Context: an optimization exercise on an open-source flow, tuned for small area, a short achievable clock period and few clock cycles per item. The choices shown serve that exercise and are no tape-out recipe. Function was checked by simulation only, so behaviour that the tests miss may differ from the original. Power is estimated from default activity; no workload was simulated.

--- flow/run.sh ---
#!/bin/bash
# synth_recipe.tcl (not shown) runs the flow's synth.tcl, then flattens the netlist and writes it again
# the make line also repeats each setting of config.mk as NAME=value (left out here)
make -C /OpenROAD-flow-scripts/flow DESIGN_CONFIG=/design/flow/config.mk WORK_HOME=/design/flow/orfs CLKGATE_MAP_FILE= SYNTH_SCRIPT=/design/flow/synth_recipe.tcl finish
--- flow/config.mk ---
export PLATFORM = sky130hd
export DESIGN_NAME = dual_window_average_balance
export DESIGN_NICKNAME = dual_window_average_balance
export VERILOG_FILES = /design/flow/design.v
export SDC_FILE = /design/flow/constraint.sdc
export NUM_CORES = 4
export LEC_CHECK = 0
export CAP_MARGIN = 20
export CORE_MARGIN = 2
export CORE_UTILIZATION = 40
export CTS_CLUSTER_DIAMETER = 100
export CTS_CLUSTER_SIZE = 22
export SETUP_SLACK_MARGIN = 2.7
export SLEW_MARGIN = 20
--- flow/constraint.sdc ---
create_clock -name core_clock -period 6.0 [get_ports {clk}]
set_input_delay 1.2000 -clock core_clock [delete_from_list [all_inputs] [get_ports {clk}]]
set_output_delay 1.2000 -clock core_clock [all_outputs]
set_load 0.01 [all_outputs]
--- flow/design.v ---
package dwab_pkg;
    localparam int CFG_BITS       = 7;
    localparam int CFG_INDEX_BITS = 1;
    localparam logic [CFG_BITS-1:0] LONG_WINDOW_RESET  = 7'd42;
    localparam logic [CFG_BITS-1:0] SHORT_WINDOW_RESET = 7'd7;
endpackage
import dwab_pkg::*;
module dwab_back #(
    parameter int STAGES = 6,
    parameter int ITERS  = 1
) (
    input  logic        clk,
    input  logic        rst_n,
    input  logic        en,
    input  logic        valid_c,
    input  logic [17:0] lsum,
    input  logic [17:0] ssum,
    input  logic [6:0]  ld,
    input  logic [6:0]  sd,
    output logic        busy,
    output logic        res_valid,
    output logic [12:0] res
);
    function automatic logic [17:0] div_step(input logic [17:0] w, input logic [6:0] d1,
                                             input logic [7:0] d2, input logic [7:0] d3);
        logic [7:0] t;
        logic [8:0] s1, s2, s3;
        logic [5:0] r;
        logic [1:0] q;
        t  = w[17:10];
        s1 = {1'b0, t} - {2'b00, d1};
        s2 = {1'b0, t} - {1'b0, d2};
        s3 = {1'b0, t} - {1'b0, d3};
        if (!s3[8])
        begin
            r = s3[5:0];
            q = 2'd3;
        end
        else if (!s2[8])
        begin
            r = s2[5:0];
            q = 2'd2;
        end
        else if (!s1[8])
        begin
            r = s1[5:0];
            q = 2'd1;
        end
        else
        begin
            r = t[5:0];
            q = 2'd0;
        end
        div_step = {r, w[9:0], q};
    endfunction
    logic [7:0] l2, l3, s2m, s3m;
    always_ff @(posedge clk)
    begin
        l2  <= {ld, 1'b0};
        l3  <= 8'({1'b0, ld} + {ld, 1'b0});
        s2m <= {sd, 1'b0};
        s3m <= 8'({1'b0, sd} + {sd, 1'b0});
    end
    logic [17:0]     wl [STAGES];
    logic [17:0]     ws [STAGES];
    logic [17:0]     nl [STAGES];
    logic [17:0]     ns [STAGES];
    logic [STAGES-1:0] vd;
    always_comb
    begin
        for (int j = 0; j < STAGES; j++)
        begin
            if (j == 0)
            begin
                nl[j] = lsum;
                ns[j] = ssum;
            end
            else
            begin
                nl[j] = wl[j-1];
                ns[j] = ws[j-1];
            end
            for (int i = 0; i < ITERS; i++)
            begin
                nl[j] = div_step(nl[j], ld, l2, l3);
                ns[j] = div_step(ns[j], sd, s2m, s3m);
            end
        end
    end
    always_ff @(posedge clk or negedge rst_n)
    begin
        if (!rst_n)
            vd <= '0;
        else if (en)
            vd <= {vd[STAGES-2:0], valid_c};
    end
    always_ff @(posedge clk)
    begin
        if (en)
        begin
            for (int j = 0; j < STAGES; j++)
            begin
                wl[j] <= nl[j];
                ws[j] <= ns[j];
            end
        end
    end
    function automatic logic [12:0] mul6(input logic [5:0] r, input logic [6:0] m1,
                                         input logic [7:0] m3, input logic [9:0] m5,
                                         input logic [9:0] m7);
        logic [9:0] p [2];
        for (int i = 0; i < 2; i++)
        begin
            case (r[3*i +: 3])
                3'd0:    p[i] = 10'd0;
                3'd1:    p[i] = {3'b000, m1};
                3'd2:    p[i] = {2'b00, m1, 1'b0};
                3'd3:    p[i] = {2'b00, m3};
                3'd4:    p[i] = {1'b0, m1, 2'b00};
                3'd5:    p[i] = m5;
                3'd6:    p[i] = {1'b0, m3, 1'b0};
                default: p[i] = m7;
            endcase
        end
        mul6 = 13'(p[0]) + (13'(p[1]) << 3);
    endfunction
    logic [9:0] l5, l7, s5m, s7m;
    always_ff @(posedge clk)
    begin
        l5  <= 10'({ld, 2'b00} + {3'b000, ld});
        l7  <= 10'({ld, 3'b000} - {3'b000, ld});
        s5m <= 10'({sd, 2'b00} + {3'b000, sd});
        s7m <= 10'({sd, 3'b000} - {3'b000, sd});
    end
    logic [5:0]         rl, rs;
    logic [11:0]        ql, qs;
    logic [12:0]        u_r, v_r;
    logic signed [13:0] w_r;
    logic signed [13:0] dq_r1, dq_r2, dq_r3;
    logic               vr1, vr2, vr3;
    logic [12:0]        dp_lo, dp_hi;
    logic [12:0]        den;
    logic signed [15:0] t1, t2;
    logic               c1, c1s, c2, c2s, dpos, dneg, inc_r, dec_r;
    assign rl = wl[STAGES-1][17:12];
    assign ql = wl[STAGES-1][11:0];
    assign rs = ws[STAGES-1][17:12];
    assign qs = ws[STAGES-1][11:0];
    assign t1   = $signed({w_r, 1'b0}) - $signed({3'b000, den});
    assign t2   = $signed({w_r, 1'b0}) + $signed({3'b000, den});
    assign c1   = !t1[15];
    assign c1s  = !t1[15] && (t1 != 16'sd0);
    assign c2   = t2[15] || (t2 == 16'sd0);
    assign c2s  = t2[15];
    assign dpos = !dq_r2[13] && (dq_r2 != 14'sd0);
    assign dneg = dq_r2[13];
    always_ff @(posedge clk or negedge rst_n)
    begin
        if (!rst_n)
        begin
            vr1 <= 1'b0;
            vr2 <= 1'b0;
            vr3 <= 1'b0;
        end
        else if (en)
        begin
            vr1 <= vd[STAGES-1];
            vr2 <= vr1;
            vr3 <= vr2;
        end
    end
    always_ff @(posedge clk)
    begin
        dp_lo <= mul6(sd[5:0], ld, l3, l5, l7);
        dp_hi <= sd[6] ? {ld, 6'd0} : 13'd0;
        den   <= dp_lo + dp_hi;
        if (en)
        begin
            u_r   <= mul6(rl, sd, s3m, s5m, s7m);
            v_r   <= mul6(rs, ld, l3, l5, l7);
            dq_r1 <= $signed({2'b00, ql}) - $signed({2'b00, qs});
            w_r   <= $signed({1'b0, u_r}) - $signed({1'b0, v_r});
            dq_r2 <= dq_r1;
            inc_r <= dneg ? c1s : c1;
            dec_r <= dpos ? c2s : c2;
            dq_r3 <= dq_r2;
        end
    end
    assign res       = 13'(dq_r3 + (inc_r ? 14'sd1 : dec_r ? -14'sd1 : 14'sd0));
    assign res_valid = vr3;
    assign busy      = valid_c | (|vd) | vr1 | vr2 | vr3;
endmodule
import dwab_pkg::*;
module dual_window_average_balance (
    input  logic                                clk,
    input  logic                                rst_n,
    input  logic                                in_valid,
    output logic                                in_ready,
    input  logic [11:0]                         in_sample,
    input  logic                                in_last,
    output logic                                out_valid,
    input  logic                                out_ready,
    output logic [12:0]                         out_balance,
    input  logic                                cfg_wen,
    input  logic [dwab_pkg::CFG_INDEX_BITS-1:0] cfg_index,
    input  logic [dwab_pkg::CFG_BITS-1:0]       cfg_data
);
    localparam int DEPTH = 64;
    logic [6:0] long_window_reg, short_window_reg;
    logic [6:0] long_c, short_c, st;
    logic [5:0] lt1, st1;                
    logic       cfg_wen_d;
    function automatic logic [6:0] clamp_len(input logic [6:0] v);
        if (v == 7'd0)
            clamp_len = 7'd1;
        else if (v > 7'd64)
            clamp_len = 7'd64;
        else
            clamp_len = v;
    endfunction
    assign long_c  = clamp_len(long_window_reg);
    assign short_c = clamp_len(short_window_reg);
    assign st      = (short_c > long_c) ? long_c : short_c;
    always_ff @(posedge clk or negedge rst_n)
    begin
        if (!rst_n)
        begin
            long_window_reg  <= LONG_WINDOW_RESET;
            short_window_reg <= SHORT_WINDOW_RESET;
            lt1              <= 6'(LONG_WINDOW_RESET - 7'd1);
            st1              <= 6'(SHORT_WINDOW_RESET - 7'd1);
            cfg_wen_d        <= 1'b0;
        end
        else
        begin
            if (cfg_wen)
            begin
                if (cfg_index == 1'b0)
                    long_window_reg <= cfg_data;
                else
                    short_window_reg <= cfg_data;
            end
            lt1       <= 6'(long_c - 7'd1);
            st1       <= 6'(st - 7'd1);
            cfg_wen_d <= cfg_wen;
        end
    end
    logic        in_ready_reg;
    logic        valid_a, last_a;
    logic [11:0] x_a;
    logic [11:0] hist [DEPTH];
    logic [6:0]  vc;             
    logic [6:0]  fill;           
    logic [5:0]  lm1, sm1;
    logic        pre_l, pre_s;
    logic [6:0]  ld, sd;         
    logic [5:0]  ld1, sd1;
    logic        en;             
    logic        issue, adj;
    logic [11:0] rd_l, rd_s, h_l, h_s;
    logic [6:0]  fill_inc;
    logic        emit;
    logic [1:0]  op_l, op_s;     
    logic [5:0]  lm1_n, sm1_n;
    logic        pre_l_n, pre_s_n;
    logic [7:0]  sel_la, sel_lb, sel_sa, sel_sb;      
    logic        ok_l, ok_s;                          
    logic [6:0]  vc_n;
    assign issue = en && valid_a;
    assign adj   = en && !valid_a;
    always_comb
    begin
        rd_l = '0;
        rd_s = '0;
        for (int k = 0; k < DEPTH; k++)
        begin
            rd_l = rd_l | (hist[k] & {12{sel_la[k % 8] & sel_lb[k / 8]}});
            rd_s = rd_s | (hist[k] & {12{sel_sa[k % 8] & sel_sb[k / 8]}});
        end
    end
    assign h_l = rd_l;       
    assign h_s = rd_s;
    assign fill_inc = (fill < 7'd64) ? fill + 7'd1 : fill;
    assign emit     = (fill_inc > {1'b0, lm1});
    function automatic logic [8:0] adjust(input logic [5:0] m1, input logic pre,
                                          input logic [5:0] t1);
        logic [1:0] op;
        logic       p;
        logic [5:0] m;
        op = 2'd0;
        p  = pre;
        m  = m1;
        if (!pre)
        begin
            if (t1 > m1)
            begin
                m = m1 + 6'd1;
                p = 1'b1;
            end
            else if (t1 < m1)
            begin
                op = 2'd3;
                m  = m1 - 6'd1;
            end
        end
        else
        begin
            if (t1 >= m1)
            begin
                op = 2'd2;
                if (t1 == m1)
                    p = 1'b0;
                else
                    m = m1 + 6'd1;
            end
            else
            begin
                m = m1 - 6'd1;
                p = 1'b0;
            end
        end
        adjust = {op, p, m};
    endfunction
    always_comb
    begin
        op_l    = 2'd0;
        op_s    = 2'd0;
        lm1_n   = lm1;
        sm1_n   = sm1;
        pre_l_n = pre_l;
        pre_s_n = pre_s;
        if (issue)
        begin
            op_l = 2'd1;
            op_s = 2'd1;
        end
        else if (adj)
        begin
            {op_l, pre_l_n, lm1_n} = adjust(lm1, pre_l, lt1);
            {op_s, pre_s_n, sm1_n} = adjust(sm1, pre_s, st1);
        end
    end
    logic [11:0] x_b, h_l_b, h_s_b;
    logic [1:0]  op_l_b, op_s_b;
    logic        valid_b;
    logic signed [13:0] d_l, d_s;        
    logic        valid_c1;
    logic        ok_l_n, ok_s_n;
    logic        c_iss_l, c_iss_s;
    logic [17:0] lsum, ssum;
    logic        valid_c;
    function automatic logic signed [13:0] delta(input logic [1:0] op, input logic [11:0] x,
                                                 input logic [11:0] h);
        case (op)
            2'd1:    delta = $signed({2'b00, x}) - $signed({2'b00, h});
            2'd2:    delta = $signed({2'b00, h});
            2'd3:    delta = -$signed({2'b00, h});
            default: delta = 14'sd0;
        endcase
    endfunction
    assign c_iss_l = {1'b0, lm1} < vc_n;
    assign c_iss_s = {1'b0, sm1} < vc_n;
    assign ok_l_n  = (adj && lt1 > lm1) ? ({1'b0, lm1} + 7'd1 < vc)
                   : (adj && lt1 < lm1) ? ({1'b0, lm1} - 7'd1 < vc) : c_iss_l;
    assign ok_s_n  = (adj && st1 > sm1) ? ({1'b0, sm1} + 7'd1 < vc)
                   : (adj && st1 < sm1) ? ({1'b0, sm1} - 7'd1 < vc) : c_iss_s;
    function automatic logic [7:0] onehot8(input logic [2:0] v);
        onehot8 = 8'd1 << v;
    endfunction
    assign vc_n = (issue && vc < 7'd64) ? vc + 7'd1 : vc;
    always_ff @(posedge clk or negedge rst_n)
    begin
        if (!rst_n)
        begin
            valid_a <= 1'b0;
            vc      <= '0;
            fill    <= '0;
            lm1     <= 6'(LONG_WINDOW_RESET - 7'd1);
            sm1     <= 6'(SHORT_WINDOW_RESET - 7'd1);
            sel_la  <= onehot8(3'(LONG_WINDOW_RESET - 7'd1));
            sel_lb  <= 8'd0;
            sel_sa  <= onehot8(3'(SHORT_WINDOW_RESET - 7'd1));
            sel_sb  <= 8'd0;
            ok_l    <= 1'b0;
            ok_s    <= 1'b0;
            op_l_b  <= 2'd0;
            op_s_b  <= 2'd0;
            d_l     <= '0;
            d_s     <= '0;
            valid_c1 <= 1'b0;
            pre_l   <= 1'b0;
            pre_s   <= 1'b0;
            valid_b <= 1'b0;
            lsum    <= '0;
            ssum    <= '0;
            valid_c <= 1'b0;
        end
        else
        begin
            valid_a <= (in_valid && in_ready_reg) || (valid_a && !en);
            if (en)
            begin
                if (issue)
                    fill <= last_a ? 7'd0 : fill_inc;
                vc      <= vc_n;
                lm1     <= lm1_n;
                sm1     <= sm1_n;
                sel_la  <= onehot8(lm1_n[2:0]);
                sel_lb  <= onehot8(lm1_n[5:3]) & {8{ok_l_n}};
                sel_sa  <= onehot8(sm1_n[2:0]);
                sel_sb  <= onehot8(sm1_n[5:3]) & {8{ok_s_n}};
                ok_l    <= ok_l_n;
                ok_s    <= ok_s_n;
                pre_l   <= pre_l_n;
                pre_s   <= pre_s_n;
                op_l_b  <= op_l;
                op_s_b  <= op_s;
                valid_b <= issue && emit;
                d_l     <= delta(op_l_b, x_b, h_l_b);
                d_s     <= delta(op_s_b, x_b, h_s_b);
                valid_c1 <= valid_b;
                lsum    <= lsum + 18'(d_l);
                ssum    <= ssum + 18'(d_s);
                valid_c <= valid_c1;
            end
        end
    end
    always_ff @(posedge clk)
    begin
        if (in_ready_reg)
        begin
            x_a    <= in_sample;
            last_a <= in_last;
        end
        if (en)
        begin
            x_b   <= x_a;
            h_l_b <= h_l;
            h_s_b <= h_s;
        end
        if (issue)
        begin
            hist[0] <= x_a;
            for (int k = 1; k < DEPTH; k++)
                hist[k] <= hist[k-1];
        end
    end
    logic        pipe_busy;
    logic        res_valid;
    logic [12:0] res;
    dwab_back u_back (
        .clk       (clk),
        .rst_n     (rst_n),
        .en        (en),
        .valid_c   (valid_c),
        .lsum      (lsum),
        .ssum      (ssum),
        .ld        (ld),
        .sd        (sd),
        .busy      (pipe_busy),
        .res_valid (res_valid),
        .res       (res)
    );
    logic        valid_o, valid_s;
    logic [12:0] data_o, data_s;
    logic        load_o, valid_s_next, sync;
    assign en          = !valid_s;
    assign load_o      = out_ready || !valid_o;
    assign out_valid   = valid_o;
    assign out_balance = data_o;
    assign in_ready    = in_ready_reg;
    assign valid_s_next = valid_s ? !out_ready : (valid_o && !out_ready && res_valid);
    assign sync = !pre_l && !pre_s && (lm1 == lt1) && (sm1 == st1) && (ld1 == lm1)
               && (sd1 == sm1);
    always_ff @(posedge clk or negedge rst_n)
    begin
        if (!rst_n)
        begin
            in_ready_reg <= 1'b0;
            valid_o      <= 1'b0;
            valid_s      <= 1'b0;
            ld           <= LONG_WINDOW_RESET;
            sd           <= SHORT_WINDOW_RESET;
            ld1          <= 6'(LONG_WINDOW_RESET - 7'd1);
            sd1          <= 6'(SHORT_WINDOW_RESET - 7'd1);
        end
        else
        begin
            valid_s <= valid_s_next;
            if (load_o)
                valid_o <= valid_s || res_valid;
            if (!pipe_busy && !valid_b && !valid_c1)
            begin
                ld  <= {1'b0, lm1} + 7'd1;
                sd  <= {1'b0, sm1} + 7'd1;
                ld1 <= lm1;
                sd1 <= sm1;
            end
            in_ready_reg <= !valid_s_next && !cfg_wen && !cfg_wen_d && sync;
        end
    end
    always_ff @(posedge clk)
    begin
        if (load_o)
            data_o <= valid_s ? data_s : res;
        if (!valid_s && !load_o)
            data_s <= res;
    end
endmodule
==> run_results.csv <==
group,metric,value,unit
placement,dp_hpwl,209200,µm
placement,gp_congestion,1.064,
worst_setup_path,end_kind,"flip-flop",
routing,via_per_inst,6.716,
sta,worst_pin_slew,1.232,ns
power,combPwrFrac,54.6,%
clock_network,htreeDepth,3,
sta,fin_skew,0.05969,ns
synthesis,synth_top_cell_by_area,"edfxtp_1",
synthesis,syn_area,77280,µm²
synthesis,synth_cell_types,92,
synthesis,yosys_warnings,10,
worst_setup_path,reg2regPathDepth,16,
synthesis,syn_inst,6503,
cells_and_area,final_nets,7197,
synthesis,yosys_most_used_dff,"edfxtp_1",
cells_and_area,seq_area,41130,µm²
clock_network,clock-sinks,1430,
grt,grt_pass1_vias,58280,
placement,dp_slack,1.254,ns
worst_setup_path,cp.depth,16,
sta,slew_viol_final,0,
cells_and_area,top_register,"hist",
clock_network,tritoncts,"built",
power,power.density,565.7,nW/µm²
floorplan,rows,161,
synthesis,ys_ff_latch,1430,
routing,via_count,61950,
cells_and_area,multi_input_area,34310,µm²
synthesis,synth_top_area_share,44.30,%
clock_network,postCtsHoldBufs,0,
grt,grt_pass1_wl,434000,µm
worst_setup_path,startpoint_type,"flip-flop",
cells_and_area,top_regs,"hist: 768 flops, u_back.wl: 108 flops, u_back.ws: 108 flops",
cells_and_area,final_common_cell,"edfxtp_1",
power,p_int,27520,µW
cells_and_area,area_growth,10.93,%
power,peakVddDrop,0.2771,mV
sta,setup_viol,0,
power,p_switching,20980,µW
routing,wire_per_inst,33.76,µm
worst_setup_path,path_cells,"clkinvlp_4 > ha_4 > ha_4 > nor3_4 > o211ai_1 > buf_4 > mux2_4 > ha_4 > a21o_1 > a21oi_2 > o21ai_2 > a21oi_2 > o21bai_1 > a21oi_2 > nor3b_2 > xnor2_1",
routing,antenna_left,0,
cells_and_area,final_cell_mix,"edfxtp_1 (1140), ha_1 (509), inv_1 (361)",
status,status,"timing/DRC/antenna clean",
worst_setup_path,cpMaxStageDelayCell,"dfstp_4",
synthesis,synth_edf_count,1140,
clock_network,path_clk_slew,0.09,ns
synthesis,syn_area_per_cell,11.88,µm²
grt,groute.usage.overall,30.61,%
grt,grt_max_degree,177,
grt,overflow,0,
worst_setup_path,path_class,"reg2reg",
sta,rsz0062_at_grt,"true",
clock_network,root_buffer,"clkbuf_16",
sta,finalSetupTns,0,ns
synthesis,synth.area.top_cells,"edfxtp_1 (44%), ha_1 (8.5%), dfrtp_1 (5.4%)",
worst_setup_path,path_buf_inv,2,
sta,setup_ws,2.344,ns
floorplan,num_io_pins,41,
floorplan,coreArea,192200,µm²
sta,timing.fmax,273.5,MHz
floorplan,die_area,196700,µm²
sta,hold_violations,0,
synthesis,synth_nets,7104,
synthesis,seq_area_frac_synth,53.13,%
hold_path,worstHoldPathType,"reg2reg",
routing,drc_errors,0,
job,drv_cap,0,
clock_network,cts_buffers,81,
worst_setup_path,critPathArrivalTime,4.32,ns
sta,fin_crit_sh,60.93,%
routing,first_iter_violations,9574,
power,p_leak,0.03163,µW
floorplan,die_w,443.6,µm
clock_network,clk_latency,0.77,ns
cells_and_area,largest_reg_flops,768,
floorplan,initial_core_util,40.21,%
clock_network,clock_path_buffers,3,
cells_and_area,nFillCells,17460,
routing,drt-total-wl,311400,µm
sta,max_slew_margin,17.80,%
worst_setup_path,worstPathMaxFanout,5,
power,swShare,43.26,%
placement,portBuffers,40,
hold_path,whs_path_depth,0,
sta,fin_crit,3.656,ns
worst_setup_path,critical-path-top-delay-family,"compound AO/OA/AOI/OAI gates",
synthesis,async_reset_ff_share,13.78,%
power,clock_power_share,12.8,%
power,p_seq_share,32.5,%
cells_and_area,drive_gt1_share,11.86,%
worst_setup_path,crit_required,6.66,ns
worst_setup_path,slowest_delay,0.67,ns
grt,antenna_found_initial,32,
floorplan,die_height,443.6,µm
routing,drtPass1Iterations,11,
[final cells by class]
class                      instances  area share (%)
tap                             2526           3.687
multi-input combinational       4345           40.02
inverter                         394           1.826
sequential                      1430           47.98
timing repair buffer             344           3.463
clock inverter                    25          0.3342
antenna                           46          0.1343
clock buffer                     114           2.558
[per-stage QoR]
stage / utilization (%) / cell area (µm²) / hold WS (ns) / total power (µW) / cells
6_report: 44.61 / 85730 / 0.3318 / 48500 / 9224
5_1_grt: 44.55 / 85620 / 0.3396 / 51730 / 9182
4_1_cts: 43.93 / 84430 / 0.3330 / 47000 / 9111
3_5_place_dp: 42.12 / 80950 / 0.3121 / 39850 / 8892
3_3_place_gp: 42.12 / 80950 / 0.3119 / 39380 / 8892
2_1_floorplan: - / 77350 / 0.3096 / 32760 / 6503
[Yosys cell counts (43+ instances only)]
library cell and n:
a211oi_1 61, a21boi_0 57, a21o_1 98, a21oi_1 232
a221oi_1 192, a222oi_1 85, a22o_1 223, a22oi_1 276
a32oi_1 43, and2_1 108, and3_1 91, clkbuf_1 302
dfrtp_1 168, dfxtp_1 93, edfxtp_1 1140, fa_1 52
ha_1 523, inv_1 382, mux2_2 57, mux2i_1 94
nand2_1 345, nand2b_1 65, nand3_1 65, nand4_1 91
nor2_1 219, nor2b_1 116, nor3_1 50, o21a_1 53
o21ai_0 342, o31ai_1 105, or2_2 44, xnor2_1 168
xor2_1 114
[kinds of logic (layout without fill, tap and decap cells)]
kind of cell,count (synthesis),after routing,share of synthesized area (%)
multiplexers,168,168,2.543
flip-flops,1430,1430,53.13
buffers and inverters,732,877,3.586
other,0,46,0
adder cells (fa/ha/maj),575,575,9.814
AO/OA/AOI/OAI,2019,2023,19.13
AND/OR/NAND/NOR,1296,1296,8.579
XOR/XNOR,283,283,3.217
[worst paths after layout]
kind | startpoint | endpoint | slack (ns)
setup reg to reg | sd[0] | u_back.dp_lo[12] | 2.34
max in group asynchronous | rst_n | ld[2] | 4.42
min in group asynchronous | rst_n | u_back.vd[3] | 0.37
hold / removal | u_back.dp_lo[0] | u_back.den[0] | 0.33
hold reg to reg | u_back.dp_lo[0] | u_back.den[0] | 0.33
setup / recovery | sd[0] | u_back.dp_lo[12] | 2.34
[layer usage]
layer / track usage, % / wire, µm / vias to the layer above
met1: 36.49 / 111900 / 29930
met5: 1.343 / 422 / -
met4: 19.65 / 27500 / 24
met2: 46.09 / 132700 / 4856
met3: 11.73 / 38860 / 1676
li1: - / - / 25460
[power groups by stage]
stage / registers, µW / clock network (µW) / logic, µW
2_1_floorplan: 14700 / 0 / 18100
3_3_place_gp: 16200 / 0 / 23200
3_5_place_dp: 16200 / 0 / 23700
4_1_cts: 15700 / 6340 / 24900
5_1_grt: 15900 / 6660 / 29200
6_report: 15800 / 6230 / 26500
[timing repair]
action	CTS	global route
setup buffers	79	61
pin swaps	17	51
endpoints found under the setup margin	834	628
cloned	1	6
resized for setup	110	160
Testbench counts, summed over its fixed seeds: cycles 22,380, samples 19,200.

[afterwards: timing with drivers on the ports]
Ports are ideal in the flow. The routed layout listed here was re-timed in OpenROAD. Step 1: set_driving_cell puts a clkbuf_16 on clk and a buf_2 on each other input, an assumption about the parent block. Step 2, shift: input delay + t, output delay - t, t = (earliest + latest rising clock arrival at the registers) / 2. This alone moves slack from input paths to output paths. a / b / c = ideal ports / drivers / drivers and shift; a / b = the first two.
shift t [ns]: 0.843
setup WS [ns]: 2.344 / 2.344 / 2.344
hold slack, ns: 0.332 / 0.332 / 0.332
After both steps this run still meets setup and hold. The setup slack of this run moves by 0.000 ns with the drivers and by 0.000 ns with both steps.
